Context: an optimization exercise on an open-source flow, tuned for small area, a short achievable clock period and few clock cycles per item. The choices shown serve that exercise and are no tape-out recipe. Only simulation tests tie the RTL to the original design; equivalence was not proved.

==> inputs of 05-14 <==
==> flow/design.v (excerpt) <==
module rgb_to_hsl_convert (
    input  logic        i_clk,
    input  logic        i_rst_n,
    input  logic        i_valid,
    output logic        o_stall,
    input  logic [7:0]  i_red,
    input  logic [7:0]  i_green,
    input  logic [7:0]  i_blue,
    input  logic [7:0]  i_alpha,
    output logic        o_valid,
    input  logic        i_stall,
    output logic [12:0] o_hue,
    output logic [7:0]  o_saturation,
    output logic [7:0]  o_luminance,
    output logic [7:0]  o_alpha_out
);
Settings: LEC_CHECK=0, ABC_AREA=1, CAP_MARGIN=20, CORE_MARGIN=2, CORE_UTILIZATION=40, SETUP_SLACK_MARGIN=4.2, SLEW_MARGIN=20; clock period 8.0 ns.
run.sh (not shown) runs the stock make flow with config.mk's settings and CLKGATE_MAP_FILE= SYNTH_SCRIPT=/design/flow/synth_recipe.tcl, a recipe that flattens the netlist after the stock synthesis.
==> 04-06 (differences from 05-14) <==
Settings changed: SETUP_SLACK_MARGIN 4.2 to 4.3.
==> comparison table <==
item	05-14	04-06
Growth of design area from synthesis to finish	17.8%	20.0%
Drt pass-1 iters	6	5
CP startpoint	i_stall	i_green[7]
Vias per cell	5.04	5.05
Worst reg2reg path endpoint	hr__r2[6]	sr__r2[3]
Final worst clock skew	20.3 ps	21.4 ps
Reg2reg start	d__r1[7]	d__r1[3]
Post-CTS setup repair buffer count	27	36
Multi-input gate share of the layout cell area	0.452	0.455
Worst Path Buf+Inv	3	5
Final WS setup	4260 ps	4360 ps
Vias after detailed routing	16400	16500
Setup crit end kind	primary output	flop
Run status	no timing/DRC/antenna violations	no timing/DRC/antenna violations
Vias in the first global route	16000	16100
Met2 usage	0.317	0.318
Crit path kind	in2out	in2reg
Portion of the clock cycle consumed by the worst path in the final layout	0.468	0.455
CP max stage cell	sky130_fd_sc_hd__clkdlybuf4s15_1	sky130_fd_sc_hd__clkdlybuf4s50_1
Post-route core utilization	0.477	0.485
Testbench counts of 05-14, summed over its fixed seeds: cycles 32,048, pixels 32,000.
Testbench counts of 04-06, summed over its fixed seeds: cycles 32,048, pixels 32,000.

==> trial 44: inputs <==
Starting RTL as in the previous note.
Settings: LEC_CHECK=0, ABC_AREA=0, CAP_MARGIN=20, CORE_MARGIN=2, CORE_UTILIZATION=40, SETUP_SLACK_MARGIN=4.2, SLEW_MARGIN=20; clock period 8.0 ns.
==> inputs of trial 97, as changes to trial 44 <==
--- a/flow/config.mk
+++ b/flow/config.mk
@@ -7,3 +7,3 @@
 export LEC_CHECK = 0
-export ABC_AREA = 0
+export ABC_AREA = 1
 export CAP_MARGIN = 20
@@ -11,2 +11,4 @@
 export CORE_UTILIZATION = 40
+export CTS_CLUSTER_DIAMETER = 70
+export CTS_CLUSTER_SIZE = 28
 export SETUP_SLACK_MARGIN = 4.2
==> inputs of build 78, as changes to trial 44 <==
--- a/flow/config.mk
+++ b/flow/config.mk
@@ -7,3 +7,3 @@
 export LEC_CHECK = 0
-export ABC_AREA = 0
+export ABC_AREA = 1
 export CAP_MARGIN = 20
@@ -11,2 +11,3 @@
 export CORE_UTILIZATION = 40
+export GPL_ROUTABILITY_DRIVEN = 0
 export SETUP_SLACK_MARGIN = 4.2
==> flow_summary.json <==
{
  "status": "finished clean",
  "layout_commonest_cell": "nand2_1",
  "cts_resized": 50,
  "drive_gt1_share_pct": 13.2,
  "endpoint": "o_stall",
  "synthesis.area_sq_mm": 0.0213,
  "via_count": 16500
}
-- figures above: build 78

==> flow_summary.json <==
{
  "status": "finished clean",
  "cts_resized": 202,
  "via_count": 15200,
  "drive_gt1_share_pct": 30.0,
  "synthesis.area_sq_mm": 0.0205,
  "layout_commonest_cell": "edfxtp_1"
}
-- figures above: trial 44

==> flow_summary.json <==
{
  "clk_pin_slew_worst_paths_ps": 100,
  "antenna_found_initial": 0,
  "endpoint": "o_stall",
  "cts_resized": 45,
  "synthesis.area_sq_mm": 0.0213,
  "status": "finished clean",
  "layout_commonest_cell": "nand2_1",
  "drive_gt1_share_pct": 11.6
}
-- figures above: trial 97

Testbench counts of trial 44, summed over its fixed seeds: cycles 32,048, pixels 32,000.
Testbench counts of trial 97, summed over its fixed seeds: cycles 32,048, pixels 32,000.
Testbench counts of build 78, summed over its fixed seeds: cycles 32,048, pixels 32,000.

[static timing again, ports no longer ideal]
The results above use ideal ports. As a check the final layouts listed here were re-extracted and re-timed, cells and wires unchanged. Step 1 (the two cells are an assumption about what drives the block):
set clk [get_ports {i_clk}]
set_driving_cell -lib_cell sky130_fd_sc_hd__clkbuf_16 $clk
set_driving_cell -lib_cell sky130_fd_sc_hd__buf_2 [delete_from_list [all_inputs] $clk]
Step 2, shift: input delay + t, output delay - t, t = (earliest + latest rising clock arrival at the registers) / 2. This alone moves slack from input paths to output paths. a / b / c = no drivers / after step 1 / after step 2; a / b = the first two.
run	t (ns)	setup slack, ns	slew at the worst register clock pin (ns)
05-14	0.574	4.258 / 4.221 / 3.735	0.06 / 0.06
04-06	0.579	4.357 / 4.330 / 3.791	0.06 / 0.06
trial 44	0.594	3.714 / 3.714 / 3.687	0.06 / 0.06
trial 97	0.619	4.251 / 4.201 / 3.678	0.10 / 0.10
build 78	0.573	4.238 / 4.200 / 3.752	0.06 / 0.06
After both steps every run listed still meets setup and hold. The setup slack of trial 97, which loses most, moves by -0.050 ns with the drivers and by -0.573 ns with both steps.
